What follows belongs to an exercise in optimizing a design on an open flow for small area, a short achievable clock period and few clock cycles per item; a production flow would make more cautious choices.
Where RTL was checked, it was by simulation tests only, not by an equivalence proof against the original.
For runs 1 and 3 to 5, only the layout was checked, not whether the RTL still works.
No activity file was given, so power comes from the tool's default toggle rates.

===== run.sh =====
#!/bin/bash
# synth_recipe.tcl (not shown) runs the flow's synth.tcl, then flattens the netlist and writes it again
# the make line also repeats each setting of config.mk as NAME=value (left out here)
make -C /OpenROAD-flow-scripts/flow DESIGN_CONFIG=/design/flow/config.mk WORK_HOME=/design/flow/orfs CLKGATE_MAP_FILE= SYNTH_SCRIPT=/design/flow/synth_recipe.tcl finish

===== config.mk =====
export PLATFORM = sky130hd
export DESIGN_NAME = proportional_text_layout_top
export DESIGN_NICKNAME = proportional_text_layout_top
export VERILOG_FILES = /design/flow/design.v
export SDC_FILE = /design/flow/constraint.sdc
export NUM_CORES = 4
export LEC_CHECK = 0
export ABC_CLOCK_PERIOD_IN_PS = 2500
export CAP_MARGIN = 20
export CORE_MARGIN = 2
export CORE_UTILIZATION = 40
export SETUP_SLACK_MARGIN = 2.2
export SLEW_MARGIN = 20

===== constraint.sdc =====
create_clock -name core_clock -period 5.0 [get_ports {clk}]
set_input_delay 1.0000 -clock core_clock [delete_from_list [all_inputs] [get_ports {clk}]]
set_output_delay 1.0000 -clock core_clock [all_outputs]
set_load 0.01 [all_outputs]

===== design.v =====
package ptl_pkg;
	localparam int GLYPH_COUNT = 94;
	localparam int FIRST_CODE  = 33;
	localparam int COORD_BITS  = 16;
	localparam int GIDX_BITS = (GLYPH_COUNT > 1) ? $clog2(GLYPH_COUNT) : 1;
	localparam logic [7:0] CHAR_TAB   = 8'h09;
	localparam logic [7:0] CHAR_NL    = 8'h0A;
	localparam logic [7:0] CHAR_SPACE = 8'h20;
	localparam logic [7:0] CHAR_QMARK = 8'h3F;
	localparam logic [2:0] REG_LETTER = 3'd0;
	localparam logic [2:0] REG_WORD   = 3'd1;
	localparam logic [2:0] REG_LINE   = 3'd2;
	localparam logic [2:0] REG_TAB    = 3'd3;
	localparam logic [2:0] REG_START  = 3'd4;
	localparam logic [1:0] CLS_GLYPH = 2'd0;
	localparam logic [1:0] CLS_SPACE = 2'd1;   
	localparam logic [1:0] CLS_NL    = 2'd2;
	localparam logic [1:0] CLS_TAB   = 2'd3;
	function automatic logic [GIDX_BITS-1:0] glyph_of(input logic [7:0] code);
		if (code >= 8'(FIRST_CODE) && code < 8'(FIRST_CODE + GLYPH_COUNT)) begin
			glyph_of = GIDX_BITS'(code - 8'(FIRST_CODE));
		end else begin
			glyph_of = GIDX_BITS'(CHAR_QMARK - 8'(FIRST_CODE));
		end
	endfunction
endpackage
module ptl_div (
	input  logic [7:0] rem,
	input  logic       bit_in,
	input  logic [7:0] divisor,
	output logic [7:0] rem_next
);
	logic [8:0] trial;
	logic [9:0] diff;
	always_comb begin
		trial = {rem, bit_in};
		diff  = {1'b0, trial} - {2'b0, divisor};
		if (!diff[9]) begin
			rem_next = diff[7:0];
		end else begin
			rem_next = trial[7:0];
		end
	end
endmodule
module proportional_text_layout_top (
	input  logic                            clk,
	input  logic                            arst_n,
	input  logic                            in_valid,
	output logic                            in_ready,
	input  logic                            in_kind,
	input  logic                            in_first_of_text,
	input  logic [7:0]                      in_char_code,
	input  logic [6:0]                      in_width_slot,
	input  logic [7:0]                      in_width_value,
	output logic                            out_valid,
	input  logic                            out_ready,
	output logic [ptl_pkg::COORD_BITS-1:0] out_glyph_x,
	output logic [ptl_pkg::COORD_BITS-1:0] out_glyph_y,
	output logic [ptl_pkg::GIDX_BITS-1:0]  out_glyph_index,
	input  logic                            cfg_we,
	input  logic [2:0]                      cfg_index,
	input  logic [15:0]                     cfg_data
);
	localparam int CB = ptl_pkg::COORD_BITS;
	localparam int GB = ptl_pkg::GIDX_BITS;
	logic [7:0]  letter_q, word_q, line_q, tab_q;
	logic [15:0] start_row_q;
	always_ff @(posedge clk or negedge arst_n) begin
		if (!arst_n) begin
			letter_q    <= 8'd1;
			word_q      <= 8'd6;
			line_q      <= 8'd25;
			tab_q       <= 8'd28;
			start_row_q <= 16'd175;
		end else if (cfg_we) begin
			case (cfg_index)
				ptl_pkg::REG_LETTER: letter_q    <= cfg_data[7:0];
				ptl_pkg::REG_WORD:   word_q      <= cfg_data[7:0];
				ptl_pkg::REG_LINE:   line_q      <= cfg_data[7:0];
				ptl_pkg::REG_TAB:    tab_q       <= cfg_data[7:0];
				ptl_pkg::REG_START:  start_row_q <= cfg_data;
				default: ;
			endcase
		end
	end
	logic          s1_v, s1_load;
	logic [GB-1:0] s1_idx;
	logic [7:0]    s1_val;
	logic          sk_v, sk_load;
	logic [GB-1:0] sk_idx;
	logic [7:0]    sk_val;
	logic          accept, in_ready_q;
	logic          in_keep;
	logic [GB-1:0] in_idx;
	logic [7:0]    in_val;
	logic [1:0]    in_cls;
	always_comb begin
		if (in_char_code == ptl_pkg::CHAR_SPACE)    in_cls = ptl_pkg::CLS_SPACE;
		else if (in_char_code == ptl_pkg::CHAR_NL)  in_cls = ptl_pkg::CLS_NL;
		else if (in_char_code == ptl_pkg::CHAR_TAB) in_cls = ptl_pkg::CLS_TAB;
		else                                        in_cls = ptl_pkg::CLS_GLYPH;
	end
	assign in_idx  = in_kind ? in_width_slot : ptl_pkg::glyph_of(in_char_code);
	assign in_val  = in_kind ? in_width_value : {5'd0, in_first_of_text, in_cls};
	assign in_keep = !in_kind || (in_width_slot < 7'(ptl_pkg::GLYPH_COUNT));
	localparam int N = ptl_pkg::GLYPH_COUNT;
	logic [N*8-1:0] ring_q;
	logic [GB-1:0]  t_q, t_nx;
	logic           ring_we;
	logic [7:0]     rd_w;
	assign t_nx    = (t_q == GB'(N - 1)) ? '0 : t_q + 1'b1;
	assign ring_we = s1_v && s1_load && (s1_idx == t_q);
	always_ff @(posedge clk) begin
		ring_q <= {ring_we ? s1_val : ring_q[7:0], ring_q[N*8-1:8]};
	end
	always_comb begin
		rd_w = 8'd0;
		for (int i = 0; i < N; i++) begin
			if (s1_idx == GB'(i)) rd_w = ring_q[i*8 +: 8];
		end
	end
	function automatic logic [GB-1:0] mod_sub(input logic [GB-1:0] a, input logic [GB-1:0] b);
		logic [GB:0] d;
		d = {1'b0, a} - {1'b0, b};
		mod_sub = d[GB] ? d[GB-1:0] + GB'(N) : d[GB-1:0];
	endfunction
	function automatic logic [GB-1:0] mod_add(input logic [GB-1:0] a, input logic [GB-1:0] b);
		logic [GB:0] s;
		s = {1'b0, a} + {1'b0, b};
		mod_add = (s >= (GB+1)'(N)) ? GB'(s - (GB+1)'(N)) : s[GB-1:0];
	endfunction
	logic          src_kind;
	logic [GB-1:0] src_idx;
	logic [7:0]    src_val;
	assign src_kind = sk_v ? sk_load : in_kind;
	assign src_idx  = sk_v ? sk_idx : in_idx;
	assign src_val  = sk_v ? sk_val : in_val;
	logic          s2_v, s2_ep;
	logic          s2_gl, s2_sp, s2_nl, s2_tb;   
	logic [GB-1:0] s2_g;
	logic [7:0]    s2_wb;      
	logic [7:0]    s2_d;       
	logic [9:0]    s2_e1;      
	logic [9:0]    s2_e2;      
	logic [9:0]    s2_zc;      
	logic [CB-1:0] s2_y;
	logic          zb_q;       
	logic [CB-1:0] y_q;        
	logic          ep_q;       
	logic          s1_first, s1_char;
	logic [1:0]    s1_cls;
	logic          s1_tab0;
	logic [7:0]    s1_d;
	logic [CB-1:0] s1_yb, s1_ynl;
	logic [8:0]    s1_ylo;
	logic [7:0]    s1_yhi_inc;
	assign s1_first = s1_val[2];
	assign s1_cls   = s1_val[1:0];
	assign s1_char  = s1_v && !s1_load;
	assign s1_tab0  = (tab_q == 8'd0);
	always_comb begin
		case (s1_cls)
			ptl_pkg::CLS_GLYPH: s1_d = letter_q;
			ptl_pkg::CLS_SPACE: s1_d = word_q;
			default:            s1_d = tab_q;
		endcase
	end
	assign s1_yb      = s1_first ? start_row_q : y_q;
	assign s1_ylo     = {1'b0, s1_yb[7:0]} + {1'b0, line_q};
	assign s1_yhi_inc = s1_yb[15:8] + 8'd1;
	assign s1_ynl     = !s1_ylo[8] ? {s1_yb[15:8], s1_ylo[7:0]} :
		(&s1_yb[15:8]) ? {CB{1'b1}} : {s1_yhi_inc, s1_ylo[7:0]};
	logic [CB-1:0] x_q;
	logic          z_q;        
	logic [7:0]    sm_q;       
	logic          rv_q;
	logic          div_busy_q, div_fin_q, div_app_q, div_ep_q;
	logic [3:0]    div_cnt_q;
	logic [7:0]    div_t_q;
	logic          out_valid_q;
	logic [CB-1:0] out_x_q, out_y_q;
	logic [GB-1:0] out_idx_q;
	logic ep_ok, div_act, tab_fast, tab_div, out_block, s2_go, s2_free, s1_go, s1_free;
	assign ep_ok     = (s2_ep == ep_q);
	assign div_act   = div_busy_q || div_fin_q || div_app_q;
	assign tab_fast  = zb_q || (rv_q && ep_ok);
	assign tab_div   = s2_tb && !tab_fast;
	assign out_block = s2_gl && out_valid_q && !out_ready;
	assign s2_go     = s2_v && !div_act && !out_block;
	assign s2_free   = !s2_v || s2_go;
	assign s1_go     = s1_v && (s1_load ? (s1_idx == t_q) : s2_free);
	assign s1_free   = !s1_v || s1_go;
	assign in_ready = in_ready_q;
	assign accept   = in_valid && in_ready_q;
	function automatic logic [CB-1:0] pen_add(input logic [CB-1:0] x, input logic [7:0] a,
		input logic [7:0] b, input logic cin);
		logic [8:0] cs_s, cs_c;
		logic [9:0] lo;
		logic [6:0] hi_inc;
		cs_s   = x[8:0] ^ {1'b0, a} ^ {1'b0, b};
		cs_c   = (x[8:0] & {1'b0, a}) | (x[8:0] & {1'b0, b}) | ({1'b0, a} & {1'b0, b});
		lo     = {1'b0, cs_s} + {cs_c, cin};
		hi_inc = x[15:9] + 7'd1;
		if (!lo[9]) begin
			pen_add = {x[15:9], lo[8:0]};
		end else if (&x[15:9]) begin
			pen_add = {CB{1'b1}};
		end else begin
			pen_add = {hi_inc, lo[8:0]};
		end
	endfunction
	logic          amode;
	logic [CB-1:0] x_adv, x_ctr, x_next;
	assign amode = s2_tb || div_app_q;
	assign x_adv = pen_add(x_q, amode ? sm_q : s2_d, div_app_q ? 8'd0 : s2_wb, amode);
	assign x_ctr = pen_add(x_q, s2_d, {1'b0, s2_wb[7:1]}, 1'b0);
	always_comb begin
		if (div_app_q) begin
			x_next = x_adv;
		end else if (s2_nl) begin
			x_next = '0;
		end else if (zb_q) begin
			x_next = s2_gl ? CB'(s2_wb) : CB'(s2_d);
		end else begin
			x_next = x_adv;
		end
	end
	function automatic logic [10:0] add3(input logic [10:0] a, input logic [10:0] b,
		input logic [10:0] c, input logic cin);
		logic [10:0] cs_s, cs_c;
		cs_s = a ^ b ^ c;
		cs_c = (a & b) | (a & c) | (b & c);
		add3 = cs_s + {cs_c[9:0], cin};
	endfunction
	logic [10:0] sm_base, nw, n0, u1, u2;
	logic [7:0]  sm_red;
	logic        sm_ok;
	assign sm_base = zb_q ? {s2_zc[9], s2_zc} : {3'b0, sm_q};
	assign nw      = ~{3'b0, s2_wb};
	assign n0      = add3({3'b0, s2_d}, {3'b0, s2_wb}, ~sm_base, 1'b0);
	assign u1      = add3(sm_base, {s2_e1[9], s2_e1}, nw, 1'b1);
	assign u2      = add3(sm_base, {s2_e2[9], s2_e2}, nw, 1'b1);
	always_comb begin
		sm_ok = 1'b1;
		if (n0[10])       sm_red = ~n0[7:0];
		else if (!u1[10]) sm_red = u1[7:0];
		else if (!u2[10]) sm_red = u2[7:0];
		else begin
			sm_red = sm_q;
			sm_ok  = 1'b0;
		end
	end
	logic [7:0] div_rem_next;
	ptl_div u_div (
		.rem      (sm_q),
		.bit_in   (x_q[4'd15 - div_cnt_q]),
		.divisor  (div_t_q),
		.rem_next (div_rem_next)
	);
	logic s1_v_nx, s1_load_nx, sk_v_nx, z_nx, div_act_nx;
	assign sk_v_nx     = s1_free ? 1'b0 : (sk_v || (accept && in_keep));
	assign s1_v_nx     = s1_free ? (sk_v || (accept && in_keep)) : 1'b1;
	assign s1_load_nx  = s1_free ? src_kind : s1_load;
	assign div_act_nx  = (s2_go && tab_div) || div_busy_q || div_fin_q;
	always_comb begin
		z_nx = z_q;
		if (s2_go) begin
			if (s2_nl)      z_nx = 1'b1;
			else if (s2_tb) z_nx = 1'b0;
			else            z_nx = zb_q && ((s2_gl ? s2_wb : s2_d) == 8'd0);
		end
	end
	always_ff @(posedge clk or negedge arst_n) begin
		if (!arst_n) begin
			s1_v        <= 1'b0;
			sk_v        <= 1'b0;
			t_q         <= '0;
			in_ready_q  <= 1'b1;
			s2_v        <= 1'b0;
			zb_q        <= 1'b1;
			y_q         <= CB'(175);
			x_q         <= '0;
			z_q         <= 1'b1;
			sm_q        <= 8'd27;
			rv_q        <= 1'b1;
			ep_q        <= 1'b0;
			div_busy_q  <= 1'b0;
			div_fin_q   <= 1'b0;
			div_app_q   <= 1'b0;
			div_cnt_q   <= '0;
			out_valid_q <= 1'b0;
		end else begin
			t_q <= t_nx;
			s1_v <= s1_v_nx;
			sk_v <= sk_v_nx;
			in_ready_q <= !sk_v_nx && !(s1_v_nx && !s1_load_nx && div_act_nx);
			if (s2_free) begin
				s2_v <= s1_char;
				if (s1_char) begin
					zb_q <= s1_first || z_nx;
					y_q  <= (s1_cls == ptl_pkg::CLS_NL) ? s1_ynl : s1_yb;
				end
			end
			z_q <= z_nx;
			if (out_ready) begin
				out_valid_q <= 1'b0;
			end
			if (s2_go) begin
				if (s2_gl) begin
					out_valid_q <= 1'b1;
				end
				if (s2_nl) begin
					x_q  <= x_next;
					sm_q <= tab_q - 8'd1;
					rv_q <= 1'b1;
				end else if (s2_tb) begin
					if (tab_fast) begin
						x_q  <= x_next;
						sm_q <= tab_q - 8'd1;
						rv_q <= ep_ok;
					end else begin
						div_busy_q <= 1'b1;
						div_cnt_q  <= '0;
						sm_q       <= 8'd0;
					end
				end else begin
					x_q  <= x_next;
					sm_q <= sm_red;
					rv_q <= (zb_q || rv_q) && sm_ok && ep_ok;
				end
			end
			if (div_busy_q) begin
				div_cnt_q <= div_cnt_q + 4'd1;
				sm_q      <= div_rem_next;
				if (div_cnt_q == 4'd15) begin
					div_busy_q <= 1'b0;
					div_fin_q  <= 1'b1;
				end
			end
			if (div_fin_q) begin
				div_fin_q <= 1'b0;
				div_app_q <= 1'b1;
				sm_q      <= div_t_q + ~sm_q;
			end
			if (div_app_q) begin
				div_app_q <= 1'b0;
				x_q       <= x_next;
				sm_q      <= tab_q - 8'd1;
				rv_q      <= (div_ep_q == ep_q);
			end
			if (cfg_we && cfg_index == ptl_pkg::REG_TAB) begin
				rv_q <= 1'b0;
				ep_q <= !ep_q;
			end
		end
	end
	always_ff @(posedge clk) begin
		if (s1_free) begin
			s1_load <= src_kind;
			s1_idx  <= src_kind ? src_idx : mod_sub(src_idx, t_nx);
			s1_val  <= src_val;
		end else if (!s1_load) begin
			s1_idx <= (s1_idx == '0) ? GB'(N - 1) : s1_idx - 1'b1;
		end
		if (!s1_free && !sk_v) begin
			sk_load <= in_kind;
			sk_idx  <= in_idx;
			sk_val  <= in_val;
		end
		if (s2_free) begin
			s2_gl <= (s1_cls == ptl_pkg::CLS_GLYPH);
			s2_sp <= (s1_cls == ptl_pkg::CLS_SPACE) || (s1_cls == ptl_pkg::CLS_TAB && s1_tab0);
			s2_nl <= (s1_cls == ptl_pkg::CLS_NL);
			s2_tb <= (s1_cls == ptl_pkg::CLS_TAB) && !s1_tab0;
			s2_g  <= mod_add(s1_idx, t_q);
			s2_wb <= (s1_cls == ptl_pkg::CLS_GLYPH) ? rd_w : 8'd0;
			s2_d  <= s1_d;
			s2_e1 <= {2'b0, tab_q} - {2'b0, s1_d};
			s2_e2 <= {1'b0, tab_q, 1'b0} - {2'b0, s1_d};
			s2_zc <= {2'b0, tab_q} - 10'd1 + ((s1_cls == ptl_pkg::CLS_GLYPH) ? {2'b0, s1_d} : 10'd0);
			s2_ep <= ep_q;
			s2_y  <= s1_yb;
		end
		if (s2_go && s2_tb && !tab_fast) begin
			div_t_q  <= s2_d;
			div_ep_q <= s2_ep;
		end
		if (s2_go && s2_gl) begin
			out_x_q   <= zb_q ? CB'(s2_wb[7:1]) : x_ctr;
			out_y_q   <= s2_y;
			out_idx_q <= s2_g;
		end
	end
	assign out_valid       = out_valid_q;
	assign out_glyph_x     = out_x_q;
	assign out_glyph_y     = out_y_q;
	assign out_glyph_index = out_idx_q;
endmodule

==> impl_metrics.env, run 1 <==
export IMPL_gp_congestion=0.909
export IMPL_start_util_pct=40.2
export IMPL_netlist_instances=3940
export IMPL_num_nets_final=4626
export IMPL_vias=33400
export IMPL_worstSetupEndpointType="flop"
export IMPL_grt_antenna_before_repair=1
export IMPL_areaGrowthSynthToFinish_pct=28.4
export IMPL_min_path_type="reg2reg"
export IMPL_critPathMaxFanout=4
export IMPL_final_hold_viol_count=0
export IMPL_setup_ws_ns=1.21
export IMPL_viasPerCell=5.70
export IMPL_peakVddDrop_uv=299
export IMPL_maxSlewViolCount=0
export IMPL_rsz0062_at_grt="true"
export IMPL_syn_avg_cell_area_um2=10.5
export IMPL_final_util_pct=51.6
export IMPL_die_w_um=326
export IMPL_yosysWarnings=2
export IMPL_yosysSeqAreaShare_pct=54.0
export IMPL_core_um2=103000
export IMPL_die_h_um=326
export IMPL_syn_nets=4167
export IMPL_async_reset_ff_share_pct=10.9
export IMPL_pwr_density_cell_nw_per_um2=360
export IMPL_boundaryPins=90
export IMPL_worstPathArrival_ns=4.38
export IMPL_synth_distinct_cells=96
export IMPL_skew_ns=0.110
export IMPL_hpwl_um=93600
export IMPL_setup_tns_ns=0
export IMPL_fin_crit_sh_pct=75.8
export IMPL_synth_top_area_share_pct=36.4
export IMPL_first_pass_iters=6
export IMPL_clock_latency_ns=0.72
export IMPL_htree_levels=3
export IMPL_antenna_left=0
export IMPL_leakage_uw=0.0216
export IMPL_slew_limit_headroom_pct=24.8
export IMPL_drive_gt1_share_pct=26.1
export IMPL_cts_max_path_buffers=3
export IMPL_cts_tree="yes"
export IMPL_setup_violations_final=0
export IMPL_reg2reg_slack_ns=1.21
export IMPL_overflow=0
export IMPL_dieArea_um2=106000
export IMPL_worstMarginPinSlew_ns=1.12
export IMPL_hold_buffers=0
export IMPL_port_buffer_count=89
export IMPL_clk_pin_slew_worst_paths_ns=0.06
export IMPL_routedWlPerCell_um=22.7
export IMPL_worstSetupPathType="reg2reg"
export IMPL_final_common_cell="dfxtp_1"
export IMPL_yosysTopAreaCell="dfxtp_1"
export IMPL_diodes=0
export IMPL_grt_max_degree=64
export IMPL_root_buffer="clkbuf_16"
export IMPL_synth_area_top_cells="dfxtp_1 36%, edfxtp_1 11%, dfrtp_1 4.9%"
export IMPL_synth_seq_cells=1014
export IMPL_grt_util_all_layers_pct=24.1
export IMPL_final_cell_mix="753 x dfxtp_1, 321 x buf_4, 285 x nand2_1"
export IMPL_drt_iter0_markers=2760
export IMPL_max_freq_mhz=264
export IMPL_start_kind="flop"
export IMPL_drc=0
export IMPL_grt_pass1_wl_um=200000
export IMPL_grt_pass1_vias=33000
export IMPL_rows=118
export IMPL_synth_edf_count=150
export IMPL_cts_made_buffers=102
export IMPL_synth_top_flop_cell="dfxtp_1"
export IMPL_timing_final_crit_period_ns=3.79
export IMPL_max_cap_violations=0
export IMPL_outcome="finished clean"
export IMPL_crit_required_ns=5.59
export IMPL_dp_slack_ns=0.0702
export IMPL_drt_wl_total_um=133000
export IMPL_syn_cell_area_um2=41500
export IMPL_clock_sinks=1014
## final timing paths
check                             from           to  cells after the start
setup / recovery             s1_idx[1]     s2_wb[6]                     12
hold / removal             ring_q[571]  ring_q[563]                      0
setup reg to reg             s1_idx[1]     s2_wb[6]                     12
hold reg to reg            ring_q[571]  ring_q[563]                      0
max in group asynchronous       arst_n     tab_q[4]                      2
min in group asynchronous       arst_n      sm_q[5]                      1
## power by group
group	internal (uW)	leakage (uW)	switching [uW]
combinational	1180	0.0110	1240
sequential	8600	0.00886	196
clock	4520	0.00173	3410
## metal layers
layer | share of wire (%) | track usage, % | vias to the layer above | routed length [um]
met5 | 0.0090 | 0 | - | 12
met4 | 5.0 | 11.2 | 2 | 6690
met3 | 5.4 | 2.86 | 354 | 7170
met2 | 48 | 40.9 | 1156 | 64300
met1 | 41 | 30.6 | 16500 | 55200
li1 | - | - | 15400 | -
## Yosys cell counts (26+ instances only)
cell type / count
xor2_1: 34
dfxtp_1: 753
mux2_2: 86
a221oi_1: 69
o2111ai_1: 27
nand2_1: 320
nor4_1: 26
a31oi_1: 36
inv_1: 197
nand3_1: 105
xnor2_1: 68
nor2b_1: 35
edfxtp_1: 150
a21oi_1: 207
a22oi_1: 38
a211oi_1: 46
fa_1: 52
nor2_1: 320
o22ai_1: 67
and3_1: 33
and2_1: 27
o211ai_1: 37
ha_1: 126
dfrtp_1: 82
clkbuf_1: 76
dfstp_2: 29
o221ai_1: 37
o21ai_0: 184
buf_2: 43
nor3_1: 118
mux2i_1: 33
## what timing repair did
| item | in CTS | in global routing |
|---|---|---|
| pin swaps | 125 | 159 |
| setup endpoints to repair | 205 | 137 |
| gates cloned | 4 | 3 |
| resized for setup | 322 | 254 |
| setup buffers | 156 | 78 |
## cell families (layout without fill, tap and decap cells)
| kind of cell | after synthesis | count (layout) | synth area share [%] |
|---|---|---|---|
| xor+xnor | 102 | 102 | 2.15 |
| simple gates | 1165 | 1166 | 14.0 |
| buf+inv | 342 | 885 | 3.46 |
| compound gates | 1018 | 1019 | 16.9 |
| fa+ha+maj | 178 | 178 | 6.31 |
| flops | 1014 | 1014 | 54.0 |
| mux | 121 | 121 | 3.24 |
## stage by stage
step	std cells	cell area, um2	hold slack [ns]	total power, uW
3_3_place_gp	5434	45300	0.326	10800
4_1_cts	5784	51500	0.296	19000
3_5_place_dp	5434	45300	0.328	10900
5_1_grt	5865	53200	0.308	19800
6_report	5865	53200	0.299	19200
2_1_floorplan	3940	42200	0.322	10400
## flip-flops by register name, indices dropped and copies added, names as in the netlist, 9 cells and up
register     flops
out_x_q         16
ring_q         752
s2_y            16
out_y_q         16
s2_e2            9
s2_zc           10
x_q             16
y_q             16
start_row_q     16
s2_e1            9
## critical path: stages (launching register included)
cell and delay [ns]:
edfxtp_1 0.51, inv_2 0.17, ha_4 0.21, or4b_4 0.55
buf_4 0.21, nor3_4 0.22, a221oi_1 0.18, a2111oi_2 0.40
o31a_1 0.30, nand4_1 0.23, a31oi_4 0.33, o31a_1 0.23
o31a_1 0.14
## layout make-up
cell class / count / area [um2]
Fill cell: 8993 / 50000
Sequential cell: 1014 / 22400
Multi-Input combinational cell: 2586 / 20200
Timing Repair Buffer: 497 / 4580
Clock buffer: 149 / 3030
Tap cell: 1380 / 1730
Inverter: 198 / 779
Clock inverter: 41 / 518
==> inputs of run 2 (changes only) <==
--- a/design.v
+++ b/design.v
@@ -104,21 +104,19 @@
 	assign in_val  = in_kind ? in_width_value : {5'd0, in_first_of_text, in_cls};
 	assign in_keep = !in_kind || (in_width_slot < 7'(ptl_pkg::GLYPH_COUNT));
 	localparam int N = ptl_pkg::GLYPH_COUNT;
-	logic [N*8-1:0] ring_q;
+	logic [7:0]     ring_q [N];
 	logic [GB-1:0]  t_q, t_nx;
 	logic           ring_we;
 	logic [7:0]     rd_w;
 	assign t_nx    = (t_q == GB'(N - 1)) ? '0 : t_q + 1'b1;
 	assign ring_we = s1_v && s1_load && (s1_idx == t_q);
 	always_ff @(posedge clk) begin
-		ring_q <= {ring_we ? s1_val : ring_q[7:0], ring_q[N*8-1:8]};
-	end
-	always_comb begin
-		rd_w = 8'd0;
-		for (int i = 0; i < N; i++) begin
-			if (s1_idx == GB'(i)) rd_w = ring_q[i*8 +: 8];
+		for (int i = 0; i < N - 1; i++) begin
+			ring_q[i] <= ring_q[i+1];
 		end
+		ring_q[N-1] <= ring_we ? s1_val : ring_q[0];
 	end
+	assign rd_w = ring_q[s1_idx];
 	function automatic logic [GB-1:0] mod_sub(input logic [GB-1:0] a, input logic [GB-1:0] b);
 		logic [GB:0] d;
 		d = {1'b0, a} - {1'b0, b};
==> run 2 against run 1 <==
  * Combinational power increased by 140%
  * Still clean on timing, DRC and antenna
  * Worst hold slack improved by 0.024 ns
  * Utilization increased by 0.52 points
  * Routed wire length increased by 1.8%
  * Final area decreased by 8.8%
  * Non-clock buffer count decreased by 65
  * Clock-buffer cell count decreased by 9
  * Die area decreased by 9.4%
  * Synthesized area decreased by 9.6%
  * First-iteration DRC count increased by 27%
==> impl_metrics.env, run 2 <==
export IMPL_worstSetupPathType="in2reg"
export IMPL_clk_pin_slew_worst_paths_ns=0.07
export IMPL_fin_cells=4991
export IMPL_slew_limit_headroom_pct=23.8
export IMPL_hold_depth=0
export IMPL_grt_pass1_wl_um=191000
export IMPL_die_h_um=310
export IMPL_core_um2=93200
export IMPL_synth_edf_count=150
export IMPL_start_util_pct=40.2
export IMPL_outcome="finished clean"
export IMPL_pwr_density_cell_nw_per_um2=465
export IMPL_yosysSeqAreaShare_pct=59.7
export IMPL_grt_max_degree=66
export IMPL_setup_tns_ns=0
export IMPL_regMostFlops="ring_q"
export IMPL_hold_slack_ns=0.323
export IMPL_syn_nets=3429
export IMPL_antenna_left=0
export IMPL_async_reset_ff_share_pct=10.9
export IMPL_skew_ns=0.0571
export IMPL_grt_util_all_layers_pct=27.4
export IMPL_root_buffer="clkbuf_16"
export IMPL_maxSlewViolCount=0
export IMPL_rsz0062_at_grt="true"
export IMPL_path_cells="buf_6 > buf_8 > inv_16 > ha_4 > or4b_4 > o211ai_1 > a211oi_2 > buf_4 > a21oi_2 > mux2_4 > buf_6 > inv_1 > fa_2 > inv_2 > a21o_1 > a21oi_4 > xnor2_2 > nor3_2 > o21ai_1 > xnor2_1 > o221ai_1"
export IMPL_final_common_cell="dfxtp_1"
export IMPL_num_fill_cells=7935
export IMPL_first_pass_iters=8
export IMPL_boundaryPins=90
export IMPL_gp_congestion=0.981
export IMPL_power_uw=22600
export IMPL_multi_input_area_um2=16400
export IMPL_peakVddDrop_uv=337
export IMPL_max_cap_violations=0
export IMPL_path_delay_family="compound AO/OA/AOI/OAI gates"
export IMPL_die_w_um=310
export IMPL_critPathMaxFanout=3
export IMPL_port_buffer_count=89
export IMPL_r2r_start="zb_q"
export IMPL_drc=0
export IMPL_final_cell_mix="753 x dfxtp_1, 345 x a22oi_1, 258 x buf_4"
export IMPL_path_buf_inv=7
export IMPL_syn_avg_cell_area_um2=11.7
export IMPL_yosysTopAreaCell="dfxtp_1"
export IMPL_worstMarginPinSlew_ns=1.14
export IMPL_cts_tree="yes"
export IMPL_syn_cell_area_um2=37500
export IMPL_yosysWarnings=3
export IMPL_worstPathArrival_ns=4.19
export IMPL_grt_pass1_vias=28200
export IMPL_cts_made_buffers=95
export IMPL_reg2reg_slack_ns=1.27
export IMPL_holdPathEnd="ring_q[28][0]"
export IMPL_synth_top_area_share_pct=40.2
export IMPL_netlist_instances=3202
export IMPL_drt_wl_total_um=136000
export IMPL_drt_iter0_markers=3495
export IMPL_setup_violations_final=0
export IMPL_crit_required_ns=5.39
export IMPL_drive_gt1_share_pct=27.2
export IMPL_yosysMostFrequentCell="dfxtp_1"
export IMPL_routedWlPerCell_um=27.2
export IMPL_slowest_stage="or4b_4"
export IMPL_leakage_uw=0.0196
export IMPL_worstReg2RegEnd="sm_q[1]"
export IMPL_synthTopCellsByCount="753 x dfxtp_1, 361 x a22oi_1, 241 x nand2_1"
export IMPL_viasPerCell=5.79
export IMPL_layout_area_seq_um2=22400
export IMPL_cts_max_path_buffers=3
export IMPL_vias=28900
export IMPL_critPathMaxStageDelay_ns=0.46
export IMPL_num_nets_final=3883
export IMPL_timing_final_crit_period_ns=3.80
export IMPL_largest_reg_flops=752
export IMPL_hpwl_um=87400
export IMPL_synth_top_flop_cell="dfxtp_1"
export IMPL_clock_latency_ns=0.70
export IMPL_grt_antenna_before_repair=1
export IMPL_synth_area_top_cells="dfxtp_1 40%, edfxtp_1 12%, a22oi_1 7.2%"
export IMPL_fin_crit_sh_pct=76.0
export IMPL_areaGrowthSynthToFinish_pct=29.5
export IMPL_cp_common_cell="buf_6"
export IMPL_rows=112
export IMPL_overflow=0
export IMPL_min_path_type="reg2reg"
export IMPL_start_kind="input pin"
export IMPL_final_hold_viol_count=0
export IMPL_worstSetupEndpointType="flop"
export IMPL_hp_start="ring_q[29][0]"
export IMPL_htree_levels=3
export IMPL_dieArea_um2=96200
export IMPL_max_freq_mhz=263
export IMPL_clock_sinks=1014
export IMPL_synth_distinct_cells=83
export IMPL_cp_startpoint="in_char_code[1]"
export IMPL_rr_worst_depth=15
export IMPL_synth_seq_cells=1014
export IMPL_dp_cells=4585
-- run 2: cell types whose count changed after synthesis, sizes merged, moves of 59 or more --
cell    change
nand2      -82
o21ai      -95
a221oi     -66
nor2      -142
nor3       -59
a21oi     -106
a22oi     +323
o22ai      -60
-- run 2: routing by layer --
layer | vias up | routed length, um | GRT usage [%]
met4 | 10 | 9200 | 15.6
met3 | 547 | 13500 | 7.19
li1 | 12600 | - | -
met2 | 1650 | 60900 | 42.9
met1 | 14100 | 51900 | 34.1
met5 | - | 245 | 1.31
-- run 2: report_power, final --
part | total, uW | leakage, uW | switching (uW) | internal [uW]
Combinational | 5910 | 0.00915 | 3080 | 2830
Clock | 7640 | 0.00162 | 3270 | 4370
Sequential | 9040 | 0.00883 | 339 | 8700
Total | 22600 | 0.0196 | 6690 | 15900
-- run 2: how the worst max path moves through the flow --
stage,endpoint,slack (ns),cells after the start
after detailed placement,s1_idx[5],0.09,17
final,s1_idx[6],1.20,21
after global routing,s1_idx[6],1.01,19
after global placement,s1_idx[5],0.12,17
after CTS,s1_idx[6],1.21,19
after floorplan,s1_idx[5],0.91,16
-- run 2: layout make-up --
type                    instances  area share, %
diodes                          1        0.00515
clock buffers                 140           5.72
clock inverters                37           1.21
inverters                     194           1.63
multi-input cells            1919           33.7
flip-flops and latches       1014           46.1
well taps                    1254           3.23
repair buffers                432           8.34
-- run 2: cell families after synthesis --
family                   synth area share, %
flip-flops                              59.7
AO/OA/AOI/OAI                           14.6
AND/OR/NAND/NOR                         9.63
buffers and inverters                   2.92
adder cells (fa/ha/maj)                 6.98
multiplexers                            3.86
XOR/XNOR                                2.27
-- run 2: timing repair --
action,in CTS,in global routing
setup buffers,168,57
pin swaps,126,147
hold buffers,0,0
cloned,3,0
gates resized for setup,354,171
setup endpoints to repair,220,132
-- run 2: metrics by stage --
step / setup WS (ns) / util, % / area [um2]
after floorplan: 0.913 / - / 38000
after global placement: 0.116 / 43.9 / 40900
after detailed placement: 0.0917 / 43.9 / 40900
after CTS: 1.21 / 50.8 / 47300
after global routing: 1.01 / 52.1 / 48600
final: 1.20 / 52.1 / 48600
Testbench counts of run 2, summed over its fixed seeds: cycles 12,024, items 12,000.
==> inputs of run 3 (changes only) <==
--- a/design.v
+++ b/design.v
@@ -139,9 +139,7 @@
 	logic [7:0]    s2_wb;      
 	logic [7:0]    s2_d;       
 	logic [9:0]    s2_e1;      
-	logic [9:0]    s2_e2;      
 	logic [9:0]    s2_zc;      
-	logic [CB-1:0] s2_y;
 	logic          zb_q;       
 	logic [CB-1:0] y_q;        
 	logic          ep_q;       
@@ -230,19 +228,17 @@
 		cs_c = (a & b) | (a & c) | (b & c);
 		add3 = cs_s + {cs_c[9:0], cin};
 	endfunction
-	logic [10:0] sm_base, nw, n0, u1, u2;
+	logic [10:0] sm_base, nw, n0, u1;
 	logic [7:0]  sm_red;
 	logic        sm_ok;
 	assign sm_base = zb_q ? {s2_zc[9], s2_zc} : {3'b0, sm_q};
 	assign nw      = ~{3'b0, s2_wb};
 	assign n0      = add3({3'b0, s2_d}, {3'b0, s2_wb}, ~sm_base, 1'b0);
 	assign u1      = add3(sm_base, {s2_e1[9], s2_e1}, nw, 1'b1);
-	assign u2      = add3(sm_base, {s2_e2[9], s2_e2}, nw, 1'b1);
 	always_comb begin
 		sm_ok = 1'b1;
 		if (n0[10])       sm_red = ~n0[7:0];
 		else if (!u1[10]) sm_red = u1[7:0];
-		else if (!u2[10]) sm_red = u2[7:0];
 		else begin
 			sm_red = sm_q;
 			sm_ok  = 1'b0;
@@ -374,10 +370,8 @@
 			s2_wb <= (s1_cls == ptl_pkg::CLS_GLYPH) ? rd_w : 8'd0;
 			s2_d  <= s1_d;
 			s2_e1 <= {2'b0, tab_q} - {2'b0, s1_d};
-			s2_e2 <= {1'b0, tab_q, 1'b0} - {2'b0, s1_d};
 			s2_zc <= {2'b0, tab_q} - 10'd1 + ((s1_cls == ptl_pkg::CLS_GLYPH) ? {2'b0, s1_d} : 10'd0);
 			s2_ep <= ep_q;
-			s2_y  <= s1_yb;
 		end
 		if (s2_go && s2_tb && !tab_fast) begin
 			div_t_q  <= s2_d;
@@ -385,7 +379,7 @@
 		end
 		if (s2_go && s2_gl) begin
 			out_x_q   <= zb_q ? CB'(s2_wb[7:1]) : x_ctr;
-			out_y_q   <= s2_y;
+			out_y_q   <= y_q;
 			out_idx_q <= s2_g;
 		end
 	end
--- a/config.mk
+++ b/config.mk
@@ -9,5 +9,5 @@
 export CAP_MARGIN = 20
 export CORE_MARGIN = 2
 export CORE_UTILIZATION = 40
-export SETUP_SLACK_MARGIN = 2.2
+export SETUP_SLACK_MARGIN = 3.0
 export SLEW_MARGIN = 20
==> run 3 against run 2 <==
  * Cell count is 2.2% lower
  * Fmax is 0.48% lower
  * Register-to-register slack improved by 0.19 ns
  * Sequential share of layout area decreased by 1.8 points
  * Worst setup slack worse by 0.018 ns
  * Final area up 0.67%
  * Highest routed layer unchanged
  * Non-clock buffer count increased by 90
  * Utilization increased by 2.3 points
  * Die area down 3.5%
  * Total power is 18% lower
==> impl_metrics.env, run 3 <==
export IMPL_synth_edf_count=125
export IMPL_synth_distinct_cells=94
export IMPL_cts_tree="yes"
export IMPL_peakVddDrop_uv=343
export IMPL_drt_wl_total_um=139000
export IMPL_yosysWarnings=3
export IMPL_grt_pass1_wl_um=196000
export IMPL_areaGrowthSynthToFinish_pct=35.2
export IMPL_syn_avg_cell_area_um2=11.8
export IMPL_reg2reg_slack_ns=1.46
export IMPL_final_cell_mix="753 x dfxtp_1, 321 x a22oi_1, 302 x buf_4"
export IMPL_setup_violations_final=0
export IMPL_r2r_start="zb_q"
export IMPL_clock_latency_ns=0.70
export IMPL_hp_start="ring_q[58][1]"
export IMPL_rows=110
export IMPL_synth_top_area_share_pct=41.7
export IMPL_yosysSeqAreaShare_pct=59.8
export IMPL_path_delay_family="compound AO/OA/AOI/OAI gates"
export IMPL_synth_top_flop_cell="dfxtp_1"
export IMPL_die_h_um=305
export IMPL_grt_pass1_vias=28400
export IMPL_path_cells="buf_6 > buf_6 > inv_12 > ha_4 > or4b_4 > o21ai_4 > a2111oi_4 > buf_4 > a22o_1 > mux2i_1 > ha_2 > buf_6 > nor2b_4 > o31a_1 > o31ai_4 > a21o_1 > nand2_1 > xnor2_1 > a221o_1"
export IMPL_cts_max_path_buffers=3
export IMPL_grt_max_degree=44
export IMPL_dieArea_um2=92800
export IMPL_drive_gt1_share_pct=34.4
export IMPL_clock_sinks=989
export IMPL_async_reset_ff_share_pct=11.2
export IMPL_cts_made_buffers=97
export IMPL_root_buffer="clkbuf_16"
export IMPL_rsz0062_at_grt="true"
export IMPL_overflow=0
export IMPL_start_util_pct=40.2
export IMPL_leakage_uw=0.0197
export IMPL_dpl_instance_area_um2=40300
export IMPL_drt_iter0_markers=3644
export IMPL_synth_area_top_cells="dfxtp_1 42%, edfxtp_1 10%, a22oi_1 6.9%"
export IMPL_cp_startpoint="in_char_code[0]"
export IMPL_first_pass_iters=7
export IMPL_final_common_cell="dfxtp_1"
export IMPL_routedWlPerCell_um=28.5
export IMPL_die_w_um=305
export IMPL_regMostFlops="ring_q"
export IMPL_yosysMostFrequentCell="dfxtp_1"
export IMPL_outcome="finished clean"
export IMPL_path_buf_inv=5
export IMPL_slew_limit_headroom_pct=17.7
export IMPL_boundaryPins=90
export IMPL_critPathMaxStageDelay_ns=0.48
export IMPL_critPathMaxFanout=5
export IMPL_largest_reg_flops=752
export IMPL_netlist_instances=3066
export IMPL_synthTopCellsByCount="753 x dfxtp_1, 334 x a22oi_1, 185 x nand2_1"
export IMPL_grt_antenna_before_repair=3
export IMPL_drc=0
export IMPL_start_kind="input pin"
export IMPL_worstSetupEndpointType="flop"
export IMPL_pwr_density_cell_nw_per_um2=377
export IMPL_viasPerCell=5.97
export IMPL_grt_util_all_layers_pct=28.9
export IMPL_syn_cell_area_um2=36200
export IMPL_vias=29100
export IMPL_setup_tns_ns=0
export IMPL_core_um2=89900
export IMPL_maxSlewViolCount=0
export IMPL_clk_pin_slew_worst_paths_ns=0.06
export IMPL_min_path_type="reg2reg"
export IMPL_antenna_left=0
export IMPL_final_hold_viol_count=0
export IMPL_port_buffer_count=89
export IMPL_cp_common_cell="buf_6"
export IMPL_crit_required_ns=5.44
export IMPL_fin_crit_sh_pct=76.3
export IMPL_worstPathArrival_ns=4.26
export IMPL_max_freq_mhz=262
export IMPL_worstSetupPathType="in2reg"
export IMPL_max_cap_violations=0
export IMPL_num_nets_final=3818
export IMPL_timing_final_crit_period_ns=3.82
export IMPL_slowest_stage="or4b_4"
export IMPL_gp_congestion=0.960
export IMPL_hold_buffers=0
export IMPL_htree_levels=3
export IMPL_synth_seq_cells=989
export IMPL_skew_ns=0.0597
export IMPL_yosysTopAreaCell="dfxtp_1"
export IMPL_worstMarginPinSlew_ns=1.23
export IMPL_syn_nets=3265
export IMPL_hpwl_um=91300
export IMPL_final_area_um2=48900
==> run 3: cell types whose count changed in the layout (fill, tap and decap cells not counted), moves of 18 or more <==
cell	delta
nand2_1	-69
inv_1	-53
clkdlybuf4s50_1	-45
buf_4	+44
buf_2	+39
ha_1	-34
buf_6	+32
a21oi_1	-31
edfxtp_1	-25
a22oi_1	-24
mux2_4	+21
mux2_2	-20
nor3_2	+18
xnor2_1	-18
==> run 3: power by group <==
part           internal [uW]  switching [uW]
clock                   4340            3310
sequential              8300             174
combinational           1160            1150
total                  13800            4630
==> run 3: timing repair <==
action,in CTS,in global routing
endpoints found under the setup margin,331,247
gates resized for setup,570,165
cloned,23,0
pin swaps,162,118
setup buffers,204,80
endpoints found under the hold margin,0,0
==> run 3: cell families (layout without fill, tap and decap cells) <==
| group | count (synthesis) | count (layout) | synth area share [%] |
|---|---|---|---|
| other | 0 | 3 | 0 |
| XOR/XNOR | 85 | 85 | 2.06 |
| adder cells (fa/ha/maj) | 150 | 150 | 6.06 |
| AO/OA/AOI/OAI | 758 | 760 | 15.2 |
| flip-flops | 989 | 989 | 59.8 |
| multiplexers | 124 | 124 | 3.79 |
| buffers and inverters | 233 | 855 | 2.61 |
| AND/OR/NAND/NOR | 727 | 738 | 10.4 |
==> run 3: per-layer routing <==
layer / GRT usage [%] / share of wire, % / up-vias
met1: 37.1 / 39 / 14300
met5: 0.879 / 0.058 / -
li1: - / - / 12500
met3: 7.10 / 10 / 555
met2: 44.1 / 43 / 1830
met4: 17.1 / 7.1 / 3
==> run 3: per-stage QoR <==
stage | utilization (%) | total power, uW | cells | worst slack [ns] | hold WS (ns)
global placement | 44.9 | 10300 | 4388 | -0.0270 | 0.332
floorplan | - | 9830 | 3066 | 0.872 | 0.330
global route | 54.4 | 19000 | 4877 | 1.03 | 0.324
finish | 54.4 | 18400 | 4880 | 1.18 | 0.307
CTS | 52.9 | 18200 | 4797 | 1.16 | 0.313
detailed placement | 44.9 | 10300 | 4389 | -0.112 | 0.336
==> run 3: path summary, 6_finish.rpt <==
path,cells after the start,endpoint
min in group asynchronous,1,x_q[3]
max,19,s1_idx[3]
min reg2reg,0,ring_q[57][1]
max in group asynchronous,2,s2_v
max reg2reg,17,sm_q[6]
min,0,ring_q[57][1]
==> run 3: area by class of cell <==
| type | instances | area [um2] |
|---|---|---|
| Antenna cell | 3 | 7.51 |
| Clock buffer | 125 | 2700 |
| Clock inverter | 56 | 682 |
| Fill cell | 7424 | 41000 |
| Inverter | 152 | 624 |
| Multi-Input combinational cell | 1857 | 16800 |
| Sequential cell | 989 | 21700 |
| Tap cell | 1176 | 1470 |
| Timing Repair Buffer | 522 | 4930 |
==> run 3: worst register-to-register path, stage by stage (launching register included) <==
cell and delay, ns:
dfstp_2 0.39, buf_6 0.12, buf_12 0.13, buf_12 0.13, nand2_4 0.04, a21boi_4 0.20
inv_2 0.07, fa_1 0.50, inv_2 0.05, ha_4 0.28, nand3_2 0.07, o211ai_1 0.30
o21ai_4 0.10, buf_6 0.13, or3_4 0.35, o22a_4 0.27, or2_4 0.26, o211ai_1 0.08
==> inputs of run 4 (changes only) <==
--- a/design.v
+++ b/design.v
@@ -116,7 +116,8 @@
 		end
 		ring_q[N-1] <= ring_we ? s1_val : ring_q[0];
 	end
-	assign rd_w = ring_q[s1_idx];
+	logic [GB-1:0] s1_ridx_n;
+	assign rd_w = ring_q[~s1_ridx_n];
 	function automatic logic [GB-1:0] mod_sub(input logic [GB-1:0] a, input logic [GB-1:0] b);
 		logic [GB:0] d;
 		d = {1'b0, a} - {1'b0, b};
@@ -128,11 +129,21 @@
 		mod_add = (s >= (GB+1)'(N)) ? GB'(s - (GB+1)'(N)) : s[GB-1:0];
 	endfunction
 	logic          src_kind;
-	logic [GB-1:0] src_idx;
 	logic [7:0]    src_val;
 	assign src_kind = sk_v ? sk_load : in_kind;
-	assign src_idx  = sk_v ? sk_idx : in_idx;
 	assign src_val  = sk_v ? sk_val : in_val;
+	logic [GB-1:0] k1_q, k2_q, p30_q, t_nx2;
+	logic          in_range;
+	logic [GB-1:0] in_p, s1_idx_d;
+	assign t_nx2    = (t_nx == GB'(N - 1)) ? '0 : t_nx + 1'b1;
+	assign in_range = !in_char_code[7] && (in_char_code[6:0] >= 7'd33) && (in_char_code[6:0] != 7'd127);
+	assign in_p     = !in_range ? p30_q :
+		(in_char_code[6:0] >= k1_q) ? in_char_code[6:0] - k1_q : in_char_code[6:0] + k2_q;
+	always_ff @(posedge clk) begin
+		k1_q  <= t_nx2 + 7'd33;
+		k2_q  <= 7'd61 - t_nx2;
+		p30_q <= mod_sub(7'd30, t_nx2);
+	end
 	logic          s2_v, s2_ep;
 	logic          s2_gl, s2_sp, s2_nl, s2_tb;   
 	logic [GB-1:0] s2_g;
@@ -228,13 +239,18 @@
 		cs_c = (a & b) | (a & c) | (b & c);
 		add3 = cs_s + {cs_c[9:0], cin};
 	endfunction
-	logic [10:0] sm_base, nw, n0, u1;
+	logic [10:0] nw, n0, u1;
 	logic [7:0]  sm_red;
 	logic        sm_ok;
-	assign sm_base = zb_q ? {s2_zc[9], s2_zc} : {3'b0, sm_q};
+	logic [10:0] zc_x, n0_s, n0_z, u1_s, u1_z;
+	assign zc_x    = {s2_zc[9], s2_zc};
 	assign nw      = ~{3'b0, s2_wb};
-	assign n0      = add3({3'b0, s2_d}, {3'b0, s2_wb}, ~sm_base, 1'b0);
-	assign u1      = add3(sm_base, {s2_e1[9], s2_e1}, nw, 1'b1);
+	assign n0_s    = add3({3'b0, s2_d}, {3'b0, s2_wb}, ~{3'b0, sm_q}, 1'b0);
+	assign n0_z    = add3({3'b0, s2_d}, {3'b0, s2_wb}, ~zc_x, 1'b0);
+	assign u1_s    = add3({3'b0, sm_q}, {s2_e1[9], s2_e1}, nw, 1'b1);
+	assign u1_z    = add3(zc_x, {s2_e1[9], s2_e1}, nw, 1'b1);
+	assign n0      = zb_q ? n0_z : n0_s;
+	assign u1      = zb_q ? u1_z : u1_s;
 	always_comb begin
 		sm_ok = 1'b1;
 		if (n0[10])       sm_red = ~n0[7:0];
@@ -255,6 +271,16 @@
 	assign sk_v_nx     = s1_free ? 1'b0 : (sk_v || (accept && in_keep));
 	assign s1_v_nx     = s1_free ? (sk_v || (accept && in_keep)) : 1'b1;
 	assign s1_load_nx  = s1_free ? src_kind : s1_load;
+	always_comb begin
+		if (s1_free) begin
+			if (sk_v) s1_idx_d = sk_load ? sk_idx : mod_sub(sk_idx, t_nx);
+			else      s1_idx_d = in_kind ? in_width_slot : in_p;
+		end else if (!s1_load) begin
+			s1_idx_d = (s1_idx == '0) ? GB'(N - 1) : s1_idx - 1'b1;
+		end else begin
+			s1_idx_d = s1_idx;
+		end
+	end
 	assign div_act_nx  = (s2_go && tab_div) || div_busy_q || div_fin_q;
 	always_comb begin
 		z_nx = z_q;
@@ -351,11 +377,10 @@
 	always_ff @(posedge clk) begin
 		if (s1_free) begin
 			s1_load <= src_kind;
-			s1_idx  <= src_kind ? src_idx : mod_sub(src_idx, t_nx);
 			s1_val  <= src_val;
-		end else if (!s1_load) begin
-			s1_idx <= (s1_idx == '0) ? GB'(N - 1) : s1_idx - 1'b1;
 		end
+		s1_idx    <= s1_idx_d;
+		s1_ridx_n <= ~s1_idx_d;
 		if (!s1_free && !sk_v) begin
 			sk_load <= in_kind;
 			sk_idx  <= in_idx;
--- a/config.mk
+++ b/config.mk
@@ -9,5 +9,5 @@
 export CAP_MARGIN = 20
 export CORE_MARGIN = 2
 export CORE_UTILIZATION = 40
-export SETUP_SLACK_MARGIN = 3.0
+export SETUP_SLACK_MARGIN = 2.2
 export SLEW_MARGIN = 20
==> run 4 against run 3 <==
  * Via count is 8.3% higher
  * Routed wire length is 5.9% higher
  * Total power is 87% higher
  * Critical path depth is 4 lower
  * Flip-flop and latch count is 27 higher
  * Clock skew is 0.018 ns lower
  * Global-route usage is 0.97 points lower
  * Still clean on timing, DRC and antenna
  * First-iteration DRC count is 9.0% higher
  * Critical path type is now reg2reg
  * Utilization is 2.4 points lower
==> impl_metrics.env, run 4 <==
export IMPL_leakage_uw=0.0203
export IMPL_dp_slack_ns=0.849
export IMPL_start_kind="flop"
export IMPL_vias=31600
export IMPL_final_hold_viol_count=0
export IMPL_dieArea_um2=102000
export IMPL_boundaryPins=90
export IMPL_core_um2=98400
export IMPL_grt_pass1_wl_um=209000
export IMPL_yosysSeqAreaShare_pct=55.7
export IMPL_slew_limit_headroom_pct=29.5
export IMPL_overflow=0
export IMPL_drt_iter0_markers=3972
export IMPL_critPathMaxFanout=7
export IMPL_async_reset_ff_share_pct=10.9
export IMPL_final_util_pct=52.0
export IMPL_rsz0062_at_grt="true"
export IMPL_r2r_start="s2_wb[3]"
export IMPL_drt_wl_total_um=147000
export IMPL_worstSetupEndpointType="flop"
export IMPL_worstSetupPathType="reg2reg"
export IMPL_routedWlPerCell_um=27.6
export IMPL_first_pass_iters=6
export IMPL_cts_max_path_buffers=3
export IMPL_syn_cell_area_um2=39700
export IMPL_rr_worst_depth=15
export IMPL_hp_start="ring_q[54][1]"
export IMPL_cts_made_buffers=101
export IMPL_yosysMostFrequentCell="dfxtp_1"
export IMPL_clock_sinks=1016
export IMPL_areaGrowthSynthToFinish_pct=28.9
export IMPL_die_h_um=319
export IMPL_setup_violations_final=0
export IMPL_viasPerCell=5.92
export IMPL_layout_area_seq_um2=22200
export IMPL_peakVddDrop_uv=452
export IMPL_start_util_pct=40.3
export IMPL_root_buffer="clkbuf_16"
export IMPL_antenna_left=0
export IMPL_cts_tree="yes"
export IMPL_holdPathEnd="ring_q[53][1]"
export IMPL_skew_ns=0.0413
export IMPL_crit_required_ns=5.55
export IMPL_min_path_type="reg2reg"
export IMPL_clock_latency_ns=0.69
export IMPL_final_cell_mix="779 x dfxtp_1, 323 x buf_4, 233 x a22oi_1"
export IMPL_fin_crit_sh_pct=73.3
export IMPL_reg2reg_slack_ns=1.34
export IMPL_dp_cells=4849
export IMPL_syn_nets=3733
export IMPL_worstMarginPinSlew_ns=1.06
export IMPL_syn_avg_cell_area_um2=11.4
export IMPL_grt_max_degree=48
export IMPL_timing_final_crit_period_ns=3.66
export IMPL_synth_top_area_share_pct=39.7
export IMPL_gp_congestion=1.02
export IMPL_maxSlewViolCount=0
export IMPL_setup_ws_ns=1.34
export IMPL_synth_seq_cells=1016
export IMPL_port_buffer_count=89
export IMPL_clk_pin_slew_worst_paths_ns=0.06
export IMPL_worstReg2RegEnd="sm_q[2]"
export IMPL_synth_top_flop_cell="dfxtp_1"
export IMPL_yosysTopAreaCell="dfxtp_1"
export IMPL_synth_distinct_cells=112
export IMPL_max_freq_mhz=273
export IMPL_htree_levels=3
export IMPL_die_w_um=319
export IMPL_drc=0
export IMPL_outcome="finished clean"
export IMPL_final_common_cell="dfxtp_1"
export IMPL_fin_cells=5333
export IMPL_multi_input_area_um2=18300
export IMPL_synth_edf_count=118
export IMPL_setup_tns_ns=0
export IMPL_yosysWarnings=3
export IMPL_synth_area_top_cells="dfxtp_1 40%, edfxtp_1 8.9%, dfrtp_1 5.2%"
export IMPL_num_fill_cells=8487
export IMPL_hold_depth=0
export IMPL_rows=115
export IMPL_grt_antenna_before_repair=8
export IMPL_num_nets_final=4208
export IMPL_hpwl_um=101000
export IMPL_worstPathArrival_ns=4.22
export IMPL_grt_pass1_vias=30700
export IMPL_max_cap_violations=0
export IMPL_regMostFlops="ring_q"
export IMPL_drive_gt1_share_pct=27.7
export IMPL_synthTopCellsByCount="787 x dfxtp_1, 238 x a22oi_1, 222 x nor2_1"
export IMPL_pwr_density_cell_nw_per_um2=674
export IMPL_netlist_instances=3482
export IMPL_grt_util_all_layers_pct=27.9
export IMPL_largest_reg_flops=752
==> run 4: changes by cell type in the layout (fill, tap and decap cells not counted), moves of 27 or more <==
cell | before | now
nor2_1 | 101 | 178
clkdlybuf4s50_1 | 36 | 82
ha_1 | 64 | 105
buf_6 | 87 | 54
buf_2 | 40 | 0
a22oi_1 | 321 | 233
a21oi_1 | 43 | 110
a32oi_1 | 1 | 28
o21ai_0 | 28 | 70
inv_1 | 120 | 175
==> run 4: stage by stage <==
step	area, um2	total power, uW	hold WS [ns]
global placement	43000	22100	0.332
global route	51100	36000	0.328
detailed placement	43000	22200	0.335
finish	51100	34500	0.321
floorplan	40200	18500	0.326
CTS	49600	32600	0.325
==> run 4: how the worst max path moves through the flow <==
stage / from / endpoint / slack [ns] / depth (start not counted)
after floorplan: div_app_q / x_q[11] / 1.57 / 14
after global placement: s2_wb[7] / sm_q[7] / 0.89 / 11
after detailed placement: s2_wb[2] / sm_q[7] / 0.85 / 11
after CTS: s2_wb[3] / sm_q[2] / 1.40 / 15
after global routing: x_q[11] / sm_q[0] / 1.25 / 12
final: s2_wb[3] / sm_q[2] / 1.34 / 15
==> run 4: power by group <==
group	internal (uW)	total (uW)	switching [uW]
sequential	9240	10200	918
combinational	7290	16100	8850
clock	4840	8200	3360
==> run 4: final cells by class <==
cell class	count	area share, %
clock buffers	142	5.86
clock inverters	47	1.26
repair buffers	498	8.94
inverters	203	1.58
well taps	1287	3.15
flip-flops and latches	1016	43.3
diodes	3	0.0147
multi-input cells	2137	35.9
==> run 4: what timing repair did <==
item                                    CTS  global route
endpoints found under the setup margin  168           155
hold endpoints to repair                  0             0
hold buffers                              0             0
pin swaps                               113           124
setup buffers                           202            86
resized for setup                       288           199
cloned                                    3             1
==> run 4: routing by layer <==
| metal | part of all wire, % | vias up | global-route usage (%) | wire, um |
|---|---|---|---|---|
| li1 | - | 13800 | - | - |
| met2 | 45 | 1792 | 43.6 | 65700 |
| met4 | 6.4 | 14 | 15.0 | 9370 |
| met5 | 0.086 | - | 0 | 126 |
| met3 | 10 | 560 | 6.97 | 14700 |
| met1 | 39 | 15400 | 35.6 | 57200 |
==> run 4: cell families after synthesis <==
kind of cell / after synthesis / synth area share, %
DFF: 1016 / 55.7
buffers and inverters: 330 / 3.50
muxes: 143 / 4.03
xor gates and xnor gates: 125 / 2.93
adders and majority gates: 202 / 7.54
AOI/OAI and AO/OA: 888 / 16.2
and+or+nand+nor: 778 / 10.1
==> run 4: critical path: stages (launching register included) <==
cell        delay, ns
edfxtp_1         0.56
buf_6            0.19
clkinvlp_4       0.15
fa_2             0.57
inv_2            0.05
ha_4             0.26
nand3_2          0.06
o211ai_1         0.28
o311ai_2         0.11
buf_4            0.17
a21oi_4          0.25
nand4_1          0.20
a2bb2oi_4        0.23
buf_12           0.17
buf_6            0.11
o21a_1           0.15
==> inputs of run 5 (changes only) <==
--- a/design.v
+++ b/design.v
@@ -117,7 +117,7 @@
 		ring_q[N-1] <= ring_we ? s1_val : ring_q[0];
 	end
 	logic [GB-1:0] s1_ridx_n;
-	assign rd_w = ring_q[~s1_ridx_n];
+	assign rd_w = ring_q[s1_idx];
 	function automatic logic [GB-1:0] mod_sub(input logic [GB-1:0] a, input logic [GB-1:0] b);
 		logic [GB:0] d;
 		d = {1'b0, a} - {1'b0, b};
==> run 5 against run 4 <==
  * Register-to-register slack improved by 0.15 ns
  * Clock skew increased by 0.035 ns
  * Utilization increased by 1.8 points
  * Critical path type unchanged
  * Critical endpoint is now sm_q[1]
  * Largest power group is now registers
==> impl_metrics.env, run 5 <==
export IMPL_outcome="finished clean"
export IMPL_drt_wl_total_um=146000
export IMPL_worstMarginPinSlew_ns=0.990
export IMPL_yosysMostFrequentCell="dfxtp_1"
export IMPL_fin_crit_sh_pct=70.2
export IMPL_netlist_instances=3237
export IMPL_num_nets_final=4050
export IMPL_cts_tree="yes"
export IMPL_reg2reg_slack_ns=1.49
export IMPL_max_cap_violations=0
export IMPL_regMostFlops="ring_q"
export IMPL_synth_top_flop_cell="dfxtp_1"
export IMPL_wl_met1_um=57400
export IMPL_start_util_pct=40.2
export IMPL_overflow=0
export IMPL_boundaryPins=90
export IMPL_synth_area_top_cells="dfxtp_1 41%, edfxtp_1 9.9%, dfrtp_1 5.4%"
export IMPL_grt_max_degree=63
export IMPL_wl_met2_um=63600
export IMPL_r2r_start="sm_q[0]"
export IMPL_syn_cell_area_um2=38100
export IMPL_max_freq_mhz=285
export IMPL_first_pass_iters=7
export IMPL_root_buffer="clkbuf_16"
export IMPL_peakVddDrop_uv=362
export IMPL_critPathMaxFanout=4
export IMPL_setup_tns_ns=0
export IMPL_cp_startpoint="sm_q[0]"
export IMPL_final_hold_viol_count=0
export IMPL_yosysSeqAreaShare_pct=57.9
export IMPL_final_area_um2=50900
export IMPL_largest_reg_flops=752
export IMPL_drc=0
export IMPL_clk_pin_slew_worst_paths_ns=0.07
export IMPL_cts_made_buffers=98
export IMPL_synthTopCellsByCount="773 x dfxtp_1, 211 x inv_1, 186 x nor2_1"
export IMPL_drive_gt1_share_pct=31.5
export IMPL_min_path_type="reg2reg"
export IMPL_core_um2=94700
export IMPL_grt_util_all_layers_pct=28.9
export IMPL_htree_levels=3
export IMPL_antenna_left=0
export IMPL_gp_congestion=0.970
export IMPL_start_kind="flop"
export IMPL_rows=113
export IMPL_timing_final_crit_period_ns=3.51
export IMPL_routedWlPerCell_um=28.4
export IMPL_grt_pass1_wl_um=207000
export IMPL_worstReg2RegEnd="sm_q[1]"
export IMPL_synth_seq_cells=1009
export IMPL_grt_antenna_before_repair=9
export IMPL_cts_max_path_buffers=3
export IMPL_syn_nets=3492
export IMPL_slew_limit_headroom_pct=33.8
export IMPL_worstSetupEndpointType="flop"
export IMPL_yosysWarnings=3
export IMPL_clock_latency_ns=0.72
export IMPL_dieArea_um2=97700
export IMPL_worstSetupPathType="reg2reg"
export IMPL_maxSlewViolCount=0
export IMPL_skew_ns=0.0759
export IMPL_wl_met3_um=15000
export IMPL_drt_iter0_markers=4048
export IMPL_synth_edf_count=125
export IMPL_final_util_pct=53.8
export IMPL_worstPathArrival_ns=4.06
export IMPL_pwr_density_cell_nw_per_um2=389
export IMPL_yosysTopAreaCell="dfxtp_1"
export IMPL_vias=30500
export IMPL_num_fill_cells=7912
export IMPL_synth_distinct_cells=93
export IMPL_areaGrowthSynthToFinish_pct=33.7
export IMPL_final_cell_mix="773 x dfxtp_1, 327 x buf_4, 184 x inv_1"
export IMPL_viasPerCell=5.93
export IMPL_port_buffer_count=89
export IMPL_dpl_instance_area_um2=41600
export IMPL_rsz0062_at_grt="true"
export IMPL_rr_worst_depth=13
export IMPL_routed_top_layer="met5"
export IMPL_die_w_um=313
export IMPL_clock_sinks=1009
export IMPL_final_common_cell="dfxtp_1"
export IMPL_syn_avg_cell_area_um2=11.8
export IMPL_leakage_uw=0.0204
export IMPL_setup_violations_final=0
export IMPL_endpoint="sm_q[1]"
export IMPL_die_h_um=313
export IMPL_hpwl_um=93100
export IMPL_async_reset_ff_share_pct=11.0
export IMPL_crit_required_ns=5.54
export IMPL_synth_top_area_share_pct=40.6
export IMPL_grt_pass1_vias=29900
==> run 5: changes by cell type in the layout (fill, tap and decap cells not counted), sizes merged, moves of 26 or more <==
| cell | delta |
|---|---|
| a22o | +88 |
| nand2 | -37 |
| nor2 | -49 |
| a221oi | +88 |
| a22oi | -109 |
| buf | +26 |
==> run 5: layout make-up <==
class,count,area [um2],area share [%]
repair buffers,521,4830,9.49
multi-input cells,1952,18000,35.4
flip-flops and latches,1009,22100,43.3
well taps,1265,1580,3.11
clock buffers,132,2830,5.56
diodes,4,10.0,0.0197
clock inverters,51,762,1.50
inverters,213,823,1.62
==> run 5: cells by family after synthesis <==
family	share of synthesized area, %
AOI/OAI and AO/OA	15.8
xor gates and xnor gates	2.99
adders and majority gates	7.99
buffers and inverters	2.92
DFF	57.9
muxes	3.90
and+or+nand+nor	8.50
==> run 5: critical path, stage by stage (launching register included) <==
cell	delay, ns
dfstp_2	0.57
inv_2	0.08
fa_1	0.53
inv_2	0.05
fa_2	0.34
a211oi_2	0.20
nor2_2	0.07
o31a_1	0.26
nor2_2	0.12
o221ai_2	0.11
a211o_1	0.39
o31ai_4	0.29
a211oi_2	0.08
a222oi_1	0.30
==> run 5: power by group <==
group | internal, uW | switching, uW
clock network | 4710 | 3400
registers | 8450 | 180
logic | 1430 | 1630
total | 14600 | 5200
==> run 5: metal layers <==
metal	vias to the layer above	global-route usage, %
li1	13100	-
met1	14900	36.9
met2	1853	44.2
met3	635	7.96
met4	10	16.4
met5	-	0
==> run 5: worst min path at each step <==
| stage | endpoint | from | slack [ns] | cells past startpoint |
|---|---|---|---|---|
| after floorplan | ring_q[0][3] | ring_q[1][3] | 0.33 | 0 |
| after global placement | ring_q[75][3] | ring_q[76][3] | 0.33 | 0 |
| after detailed placement | ring_q[30][4] | ring_q[31][4] | 0.34 | 0 |
| after CTS | ring_q[55][6] | ring_q[56][6] | 0.29 | 0 |
| after global routing | ring_q[55][6] | ring_q[56][6] | 0.31 | 0 |
| final | ring_q[55][6] | ring_q[56][6] | 0.30 | 0 |
==> run 5: timing repair <==
item / CTS / global route
gates cloned: 6 / 1
setup endpoints to repair: 154 / 135
hold buffers: 0 / 0
pin swaps: 154 / 139
gates resized for setup: 471 / 152
setup buffers: 275 / 73
==> run 5: stage by stage <==
| stage | setup slack, ns | total power [uW] | hold WS (ns) | cells |
|---|---|---|---|---|
| after floorplan | 1.58 | 10700 | 0.330 | 3237 |
| after global placement | 0.497 | 11300 | 0.332 | 4605 |
| after detailed placement | 0.393 | 11400 | 0.336 | 4605 |
| after CTS | 1.45 | 19600 | 0.293 | 5069 |
| after global routing | 1.37 | 20500 | 0.307 | 5143 |
| final | 1.49 | 19800 | 0.305 | 5147 |

## separate check: timing with driven ports
No port has a modelled driver above. Below, the same layouts with a new extraction and two added sets of constraints. Step 1, drivers: a clkbuf_16 drives clk and a buf_2 each remaining input, both assumed. Step 2 also shifts input and output timing later by t, the mid clock arrival at the registers, as if the neighbouring blocks saw the same clock. a / b / c = ideal ports / drivers / drivers and shift; a / b = the first two.
run	t (ns)	setup WS [ns]	worst hold slack (ns)	slew at the worst register clock pin (ns)	worst data-port slew with drivers (ns)
run 1	0.738	1.211 / 1.211 / 0.585	0.299 / 0.299 / 0.299	0.07 / 0.07	0.05
run 2	0.741	1.202 / 1.231 / 0.490	0.323 / 0.323 / 0.323	0.07 / 0.07	0.07
run 3	0.738	1.184 / 1.227 / 0.488	0.307 / 0.276 / 0.307	0.07 / 0.07	0.05
run 4	0.745	1.335 / 1.335 / 1.335	0.321 / 0.312 / 0.321	0.08 / 0.08	0.08
run 5	0.750	1.488 / 1.488 / 1.366	0.305 / 0.305 / 0.305	0.07 / 0.07	0.05
After both steps every run listed still meets setup and hold. For run 2, which loses most, drivers alone change the setup slack by +0.029 ns; drivers and shift together by -0.712 ns.
